Source: an optimization exercise on an open RTL-to-GDS flow (aim: small area). Production flows keep margins and buffers that such runs may drop. The RTL was checked by simulation tests, not by an equivalence proof against the original design. Power is estimated from default activity; no workload was simulated.

<file path="design/flow/design.v">
package cpu_pkg;
    localparam int DATA_W_DEFAULT = 64;
    localparam logic [3:0] IHALT   = 4'h0;
    localparam logic [3:0] INOP    = 4'h1;
    localparam logic [3:0] IRRMOVQ = 4'h2;
    localparam logic [3:0] IIRMOVQ = 4'h3;
    localparam logic [3:0] IRMMOVQ = 4'h4;
    localparam logic [3:0] IMRMOVQ = 4'h5;
    localparam logic [3:0] IOPQ    = 4'h6;
    localparam logic [3:0] IJXX    = 4'h7;
    localparam logic [3:0] ICALL   = 4'h8;
    localparam logic [3:0] IRET    = 4'h9;
    localparam logic [3:0] IPUSHQ  = 4'hA;
    localparam logic [3:0] IPOPQ   = 4'hB;
    localparam logic [3:0] RNONE = 4'hF;
    localparam logic [3:0] RRSP  = 4'h4;
    typedef struct packed {
        logic [3:0] src_a;
        logic [3:0] src_b;
        logic [3:0] dst_e;
        logic [3:0] dst_m;
    } regsel_t;
endpackage
module regfile_2r2w #(
    parameter int NREGS  = 15,
    parameter int DATA_W = 64
) (
    input  logic              clock,
    input  logic              reset,
    input  logic [3:0]        ra_a,
    input  logic [3:0]        ra_b,
    output logic [DATA_W-1:0] rd_a,
    output logic [DATA_W-1:0] rd_b,
    input  logic              we_e,
    input  logic [3:0]        wa_e,
    input  logic [DATA_W-1:0] wd_e,
    input  logic              we_m,
    input  logic [3:0]        wa_m,
    input  logic [DATA_W-1:0] wd_m
);
    logic [DATA_W-1:0] regs_q [NREGS];
    logic [DATA_W-1:0] regs_d [NREGS];
    always_comb begin
        rd_a = '0;
        rd_b = '0;
        for (int i = 0; i < NREGS; i++) begin
            if (ra_a == 4'(i)) rd_a = regs_q[i];
            if (ra_b == 4'(i)) rd_b = regs_q[i];
        end
    end
    always_comb begin
        for (int i = 0; i < NREGS; i++) begin
            regs_d[i] = regs_q[i];
            if (we_e && wa_e == 4'(i)) regs_d[i] = wd_e;
            if (we_m && wa_m == 4'(i)) regs_d[i] = wd_m;
        end
    end
    always_ff @(posedge clock) begin
        if (reset) begin
            for (int i = 0; i < NREGS; i++) regs_q[i] <= '0;
        end else begin
            for (int i = 0; i < NREGS; i++) regs_q[i] <= regs_d[i];
        end
    end
endmodule
module decode_wb_scoreboard #(
    parameter int DATA_W  = cpu_pkg::DATA_W_DEFAULT,
    parameter int NREGS   = 15,
    parameter int RSP_IDX = 4
) (
    input  logic              clock,
    input  logic              reset,
    input  logic              in_valid,
    output logic              in_ready,
    input  logic [3:0]        icode,
    input  logic [3:0]        rA,
    input  logic [3:0]        rB,
    output logic              out_valid,
    input  logic              out_ready,
    output logic [3:0]        out_icode,
    output logic [DATA_W-1:0] valA,
    output logic [DATA_W-1:0] valB,
    output logic [3:0]        out_dstE,
    output logic [3:0]        out_dstM,
    input  logic              wbE_valid,
    input  logic              wbE_wen,
    input  logic [3:0]        wbE_dst,
    input  logic [DATA_W-1:0] wbE_data,
    input  logic              wbM_valid,
    input  logic [3:0]        wbM_dst,
    input  logic [DATA_W-1:0] wbM_data
);
    localparam logic [3:0] RSP = 4'(RSP_IDX);
    function automatic logic [NREGS-1:0] onehot(input logic [3:0] r);
        logic [NREGS-1:0] v;
        v = '0;
        for (int i = 0; i < NREGS; i++) v[i] = (r == 4'(i));
        onehot = v;
    endfunction
    cpu_pkg::regsel_t           sel;
    logic [NREGS-1:0]  pend_e_q, pend_e_d;
    logic [NREGS-1:0]  pend_m_q, pend_m_d;
    logic [NREGS-1:0]  ret_e, ret_m, busy, used;
    logic              hazard, accept;
    logic [DATA_W-1:0] rd_a, rd_b, op_a, op_b;
    logic              out_valid_q, out_valid_d;
    logic [3:0]        out_icode_q, out_icode_d;
    logic [DATA_W-1:0] val_a_q, val_a_d;
    logic [DATA_W-1:0] val_b_q, val_b_d;
    logic [3:0]        dst_e_q, dst_e_d;
    logic [3:0]        dst_m_q, dst_m_d;
    always_comb begin
        sel = {cpu_pkg::RNONE, cpu_pkg::RNONE, cpu_pkg::RNONE, cpu_pkg::RNONE};
        case (icode)
            cpu_pkg::IRRMOVQ: begin
                sel.src_a = rA;
                sel.dst_e = rB;
            end
            cpu_pkg::IIRMOVQ: sel.dst_e = rB;
            cpu_pkg::IRMMOVQ: begin
                sel.src_a = rA;
                sel.src_b = rB;
            end
            cpu_pkg::IMRMOVQ: begin
                sel.src_b = rB;
                sel.dst_m = rA;
            end
            cpu_pkg::IOPQ: begin
                sel.src_a = rA;
                sel.src_b = rB;
                sel.dst_e = rB;
            end
            cpu_pkg::ICALL: begin
                sel.src_b = RSP;
                sel.dst_e = RSP;
            end
            cpu_pkg::IRET: begin
                sel.src_a = RSP;
                sel.src_b = RSP;
                sel.dst_e = RSP;
            end
            cpu_pkg::IPUSHQ: begin
                sel.src_a = rA;
                sel.src_b = RSP;
                sel.dst_e = RSP;
            end
            cpu_pkg::IPOPQ: begin
                sel.src_a = RSP;
                sel.src_b = RSP;
                sel.dst_e = RSP;
                sel.dst_m = rA;
            end
            default: ;
        endcase
    end
    assign ret_e = wbE_valid ? onehot(wbE_dst) : '0;
    assign ret_m = wbM_valid ? onehot(wbM_dst) : '0;
    assign busy = (pend_e_q & ~ret_e) | (pend_m_q & ~ret_m);
    assign used = onehot(sel.src_a) | onehot(sel.src_b)
                | onehot(sel.dst_e) | onehot(sel.dst_m);
    assign hazard = |(busy & used);
    assign in_ready = !hazard && (!out_valid_q || out_ready);
    assign accept = in_valid && in_ready;
    assign pend_e_d = (pend_e_q & ~ret_e) | (accept ? onehot(sel.dst_e) : '0);
    assign pend_m_d = (pend_m_q & ~ret_m) | (accept ? onehot(sel.dst_m) : '0);
    regfile_2r2w #(
        .NREGS  (NREGS),
        .DATA_W (DATA_W)
    ) u_rf (
        .clock (clock),
        .reset (reset),
        .ra_a  (sel.src_a),
        .ra_b  (sel.src_b),
        .rd_a  (rd_a),
        .rd_b  (rd_b),
        .we_e  (wbE_valid && wbE_wen),
        .wa_e  (wbE_dst),
        .wd_e  (wbE_data),
        .we_m  (wbM_valid),
        .wa_m  (wbM_dst),
        .wd_m  (wbM_data)
    );
    always_comb begin
        op_a = rd_a;
        op_b = rd_b;
        if (wbE_wen && |(ret_e & onehot(sel.src_a))) op_a = wbE_data;
        if (wbE_wen && |(ret_e & onehot(sel.src_b))) op_b = wbE_data;
        if (|(ret_m & onehot(sel.src_a))) op_a = wbM_data;
        if (|(ret_m & onehot(sel.src_b))) op_b = wbM_data;
    end
    always_comb begin
        out_icode_d = out_icode_q;
        val_a_d     = val_a_q;
        val_b_d     = val_b_q;
        dst_e_d     = dst_e_q;
        dst_m_d     = dst_m_q;
        out_valid_d = out_ready ? 1'b0 : out_valid_q;
        if (accept) begin
            out_valid_d = 1'b1;
            out_icode_d = icode;
            val_a_d     = op_a;
            val_b_d     = op_b;
            dst_e_d     = sel.dst_e;
            dst_m_d     = sel.dst_m;
        end
    end
    always_ff @(posedge clock) begin
        if (reset) begin
            pend_e_q    <= '0;
            pend_m_q    <= '0;
            out_valid_q <= 1'b0;
            out_icode_q <= cpu_pkg::IHALT;
            val_a_q     <= '0;
            val_b_q     <= '0;
            dst_e_q     <= cpu_pkg::RNONE;
            dst_m_q     <= cpu_pkg::RNONE;
        end else begin
            pend_e_q    <= pend_e_d;
            pend_m_q    <= pend_m_d;
            out_valid_q <= out_valid_d;
            out_icode_q <= out_icode_d;
            val_a_q     <= val_a_d;
            val_b_q     <= val_b_d;
            dst_e_q     <= dst_e_d;
            dst_m_q     <= dst_m_d;
        end
    end
    assign out_valid = out_valid_q;
    assign out_icode = out_icode_q;
    assign valA      = val_a_q;
    assign valB      = val_b_q;
    assign out_dstE  = dst_e_q;
    assign out_dstM  = dst_m_q;
endmodule
</file>
<file path="design/flow/run.sh">
#!/bin/bash
# synth_recipe.tcl (not shown) runs the flow's synth.tcl, then flattens the netlist and writes it again
# the make line also repeats each setting of config.mk as NAME=value (left out here)
make -C /OpenROAD-flow-scripts/flow DESIGN_CONFIG=/design/flow/config.mk WORK_HOME=/design/flow/orfs CLKGATE_MAP_FILE= SYNTH_SCRIPT=/design/flow/synth_recipe.tcl finish
</file>
<file path="design/flow/config.mk">
export PLATFORM = sky130hd
export DESIGN_NAME = decode_wb_scoreboard
export DESIGN_NICKNAME = decode_wb_scoreboard
export VERILOG_FILES = /design/flow/design.v
export SDC_FILE = /design/flow/constraint.sdc
export NUM_CORES = 4
export LEC_CHECK = 0
export CAP_MARGIN = 20
export CORE_MARGIN = 2
export CORE_UTILIZATION = 30
export PLACE_DENSITY = 0.45
export SLEW_MARGIN = 20
</file>
<file path="design/flow/constraint.sdc">
create_clock -name core_clock -period 5.5 [get_ports {clock}]
set_input_delay 1.1000 -clock core_clock [delete_from_list [all_inputs] [get_ports {clock}]]
set_output_delay 1.1000 -clock core_clock [all_outputs]
set_load 0.01 [all_outputs]
</file>
==> out/qor.json <==
{
  "setup-tns-final": {"value": 0, "unit": "ps"},
  "critical_path_cell_count": {"value": 10},
  "hold_start": {"value": "out_icode_q[3]$_SDFFE_PP0P_"},
  "period_share": {"value": 0.959},
  "clock-skew-final": {"value": 43.2, "unit": "ps"},
  "number_of_global_route_vias_before_repair": {"value": 74900},
  "timing.critical_path.mode_cell": {"value": "sky130_fd_sc_hd__clkdlybuf4s50_1"},
  "number_of_i_o_pins": {"value": 297},
  "layout_overhead_on_the_synthesized_area": {"value": 19.2, "unit": "%"},
  "count_of_h_tree_levels_built_during_cts": {"value": 4},
  "final-max-slew-violation-count": {"value": 0},
  "path_max_fanout": {"value": 7},
  "placeableCoreArea": {"value": 224000, "unit": "sq um"},
  "die_area": {"value": 229000, "unit": "sq um"},
  "number_of_placed_cells_counting_well_taps": {"value": 11500},
  "grt_max_degree": {"value": 176},
  "start_util": {"value": 0.302},
  "timing.final.setup_violations": {"value": 0},
  "grt-busiest-layer": {"value": "met2"},
  "clockBufferDepth": {"value": 3},
  "r2r.worst_path.cells": {"value": 10},
  "criticalPathCategory": {"value": "input pin to primary output"},
  "antenna_found_initial": {"value": 62},
  "instances_no_fill": {"value": 11800},
  "clock_sink_count": {"value": 1131},
  "io_buffer_count": {"value": 296},
  "cts_repair_resize_count": {"value": 0},
  "crit_path_end_kind": {"value": "primary output"},
  "worst_ep_arrival_time": {"value": 4170, "unit": "ps"},
  "synth-warning-count": {"value": 4},
  "num-nets-final": {"value": 8811},
  "ctsRootBufferMaster": {"value": "sky130_fd_sc_hd__clkbuf_16"},
  "cp_cell_sequence": {"value": "clkdlybuf4s50_1, nor2b_1, o21ai_2, buf_4, o32a_1, a21oi_1, and4bb_1, nand2_1, nor2_1, clkdlybuf4s50_1"},
  "die_y": {"value": 479, "unit": "um"},
  "layout_min_cycle_time": {"value": 5270, "unit": "ps"},
  "critPathSlowestCell": {"value": "sky130_fd_sc_hd__nor2b_1"},
  "cts_tree": {"value": "yes"},
  "drt_first_pass_iters": {"value": 13},
  "cp-start-kind": {"value": "input pin"},
  "grt_pass1_wl": {"value": 672000, "unit": "um"},
  "wirelength": {"value": 504000, "unit": "um"},
  "mapped_area": {"value": 67700, "unit": "sq um"},
  "nFillCells": {"value": 23100},
  "worst_ir_drop_vdd": {"value": 0.324, "unit": "mV"},
  "critPathBufInv": {"value": 3},
  "leakage": {"value": 30.6, "unit": "nW"},
  "timing.critical_path.max_delay_family": {"value": "buffers and inverters"},
  "r2r_end": {"value": "val_b_q[60]$_SDFFE_PP0P_"},
  "use_met1": {"value": 0.527},
  "gp_congestion": {"value": 1.00},
  "ys.flop_type": {"value": "sky130_fd_sc_hd__dfxtp_1"},
  "grt_usage": {"value": 0.420},
  "crit_end": {"value": "in_ready"},
  "synth.ff_latch_count": {"value": 1131},
  "worst_path_largest_cell_delay": {"value": 780, "unit": "ps"},
  "synth_cell_type_count": {"value": 101},
  "fp-row-count": {"value": 174},
  "postCtsSetupRepairBufs": {"value": 0},
  "rrSetupSlack": {"value": 2310, "unit": "ps"},
  "max-slew-margin-rel": {"value": 0.117},
  "globalRouteMet3Util": {"value": 0.132},
  "die_w": {"value": 479, "unit": "um"},
  "synth.yosys.seq_area_share": {"value": 0.335},
  "grt_setup_unrepaired": {"value": "no"},
  "maxCapViolations": {"value": 0},
  "ant_nets": {"value": 0},
  "crit_required": {"value": 4400, "unit": "ps"},
  "hold_fix_buffer_count_after_cts": {"value": 0},
  "drt_iter0_markers": {"value": 15000},
  "pwr_density_cell": {"value": 272, "unit": "nW/um^2"},
  "worstSetupStartpoint": {"value": "icode[1]"},
  "vias": {"value": 82300},
  "detail_route.wl_per_cell": {"value": 42.8, "unit": "um"},
  "drive_gt1_frac": {"value": 0.109},
  "synth_edf_count": {"value": 0},
  "globalRouteOverflowTotal": {"value": 0},
  "vias_per_cell": {"value": 6.98},
  "reg2reg_from": {"value": "pend_e_q[2]$_SDFF_PP0_"},
  "fmax": {"value": 0.190, "unit": "GHz"},
  "min_path_type": {"value": "flip-flop to flip-flop"},
  "async_reset_ff_frac": {"value": 0},
  "outcome": {"value": "complete, no violations"},
  "postSynthCellCount": {"value": 8817},
  "hpwl": {"value": 320000, "unit": "um"},
  "clkLatencyLatePin": {"value": 870, "unit": "ps"},
  "tightest_slew": {"value": 1320, "unit": "ps"},
  "remaining_drc_errors": {"value": 0},
  "use_met2": {"value": 0.588},
  "final_hold_viol_count": {"value": 0},
  "mappedNetlistNets": {"value": 8972},
  "syn_area_per_cell": {"value": 7.68, "unit": "sq um"},
  "clkSlewWorstSetupHoldPaths": {"value": 60, "unit": "ps"},
  "numCtsBuffers": {"value": 143}
}
==> synth_stat cells (all sizes together), types with 27 or more instances <==
library cell	count	area [sq um]
o21ai	419	2100
nor3	116	602
a222oi	66	661
o31ai	38	327
o22ai	172	1080
a311oi	323	2830
mux2i	691	6920
o211ai	47	353
a221oi	97	850
nand3	397	1990
nor2	1359	5110
a31oi	27	184
a2111oi	27	236
dfxtp	1131	22600
buf	248	1190
clkbuf	943	3570
nand2	702	2650
o2111ai	36	315
o221ai	55	482
a22oi	110	826
or3	49	307
nand4	35	231
nor4	71	518
a22o	28	245
a211oi	799	6000
a21oi	459	2300
==> worst min-delay path: stages, from the launching register on <==
cell and delay [ps]:
sky130_fd_sc_hd__dfxtp_1 310, sky130_fd_sc_hd__nand2_1 50, sky130_fd_sc_hd__a21oi_1 50
==> cell usage in the layout, fill, tap and decap left out, types with 97 or more instances in the layout <==
cell type                         count
sky130_fd_sc_hd__nor2_1            1337
sky130_fd_sc_hd__dfxtp_1           1131
sky130_fd_sc_hd__a211oi_1           797
sky130_fd_sc_hd__mux2i_1            691
sky130_fd_sc_hd__nand2_1            671
sky130_fd_sc_hd__buf_4              486
sky130_fd_sc_hd__a21oi_1            457
sky130_fd_sc_hd__nand3_1            391
sky130_fd_sc_hd__o21ai_0            381
sky130_fd_sc_hd__a311oi_1           323
sky130_fd_sc_hd__clkdlybuf4s50_1    289
sky130_fd_sc_hd__o22ai_1            172
sky130_fd_sc_hd__clkbuf_16          147
sky130_fd_sc_hd__a22oi_1            110
sky130_fd_sc_hd__nor3_1             107
sky130_fd_sc_hd__buf_12             103
sky130_fd_sc_hd__a221oi_1            97
==> power by group <==
part	total (W)	switching [W]	internal [W]
sequential	0.00881	0.000348	0.00846
clock	0.00969	0.00424	0.00545
combinational	0.00347	0.00245	0.00101
==> sequential cells by signal, indices dropped and copies added, names as in the netlist <==
| signal | cells |
|---|---|
| u_rf.regs_q | 960 |
| val_a_q | 64 |
| val_b_q | 64 |
| pend_e_q | 15 |
| pend_m_q | 15 |
| dst_e_q | 4 |
| dst_m_q | 4 |
| out_icode_q | 4 |
| out_valid_q | 1 |
==> routing by layer <==
metal / part of all wire / wire length (um)
met5: 0.00033 / 164
met4: 0.096 / 48600
met3: 0.12 / 61500
met2: 0.40 / 202000
met1: 0.38 / 192000
==> cell families (layout without fill, tap and decap cells) <==
family | Yosys count | count (layout) | synth area share
buf+inv | 1202 | 1142 | 0.0710
other cells | 0 | 43 | 0
mux | 694 | 694 | 0.103
simple gates | 2843 | 2843 | 0.180
flops | 1131 | 1131 | 0.335
compound gates | 2944 | 2944 | 0.311
xor+xnor | 3 | 3 | 0.000388
==> area by class of cell <==
type	count	area, sq um	share of cell area
inverters	11	41.3	0.000512
multi-input cells	6484	40900	0.507
flip-flops and latches	1131	22600	0.281
diodes	43	108	0.00133
repair buffers	885	8680	0.108
clock buffers	215	4150	0.0515
clock inverters	31	387	0.00479
well taps	2992	3740	0.0464
==> through the flow <==
stage | worst slack, ps | hold slack (ps) | power [W] | area [sq um] | utilization
floorplan | 1700 | 432 | 0.0103 | 67700 | -
global placement | -25.7 | 448 | 0.0122 | 76000 | 0.338
detailed placement | -7.42 | 446 | 0.0122 | 76000 | 0.339
CTS | 239 | 454 | 0.0218 | 80500 | 0.359
global route | 89.9 | 465 | 0.0223 | 80600 | 0.359
finish | 226 | 452 | 0.0220 | 80700 | 0.359
==> how the worst min path moves through the flow <==
stage,to,slack (ps),cells after the start
5_1_grt,out_icode_q[0]$_SDFFE_PP0P_,460,2
6_report,out_icode_q[3]$_SDFFE_PP0P_,450,2
2_1_floorplan,pend_m_q[2]$_SDFF_PP0_,430,2
3_5_place_dp,out_icode_q[3]$_SDFFE_PP0P_,450,2
4_1_cts,out_icode_q[3]$_SDFFE_PP0P_,450,2
3_3_place_gp,out_icode_q[1]$_SDFFE_PP0P_,450,2

## afterwards: timing with drivers on the ports
The results above use ideal ports. As a check the final layout listed here was re-extracted and re-timed, cells and wires unchanged.
Step 1: set_driving_cell puts a clkbuf_16 on clock and a buf_2 on each other input, an assumption about the parent block.
Step 2, shift: input delay + t, output delay - t, t = (earliest + latest rising clock arrival at the registers) / 2. This alone moves slack from input paths to output paths.
Three values: ideal ports, drivers, drivers and shift; two values: the first two.
t (ns): 0.943
slack for setup (ns): 0.226 / 0.195 / -0.174
worst setup path at the end: input to register
slew at the worst register clock pin (ns): 0.07 / 0.07
cell pins on the clock port's net: 1
Met with ideal ports but missed after step 2: setup timing in this run. The setup slack of this run moves by -0.031 ns with the drivers and by -0.400 ns with both steps.
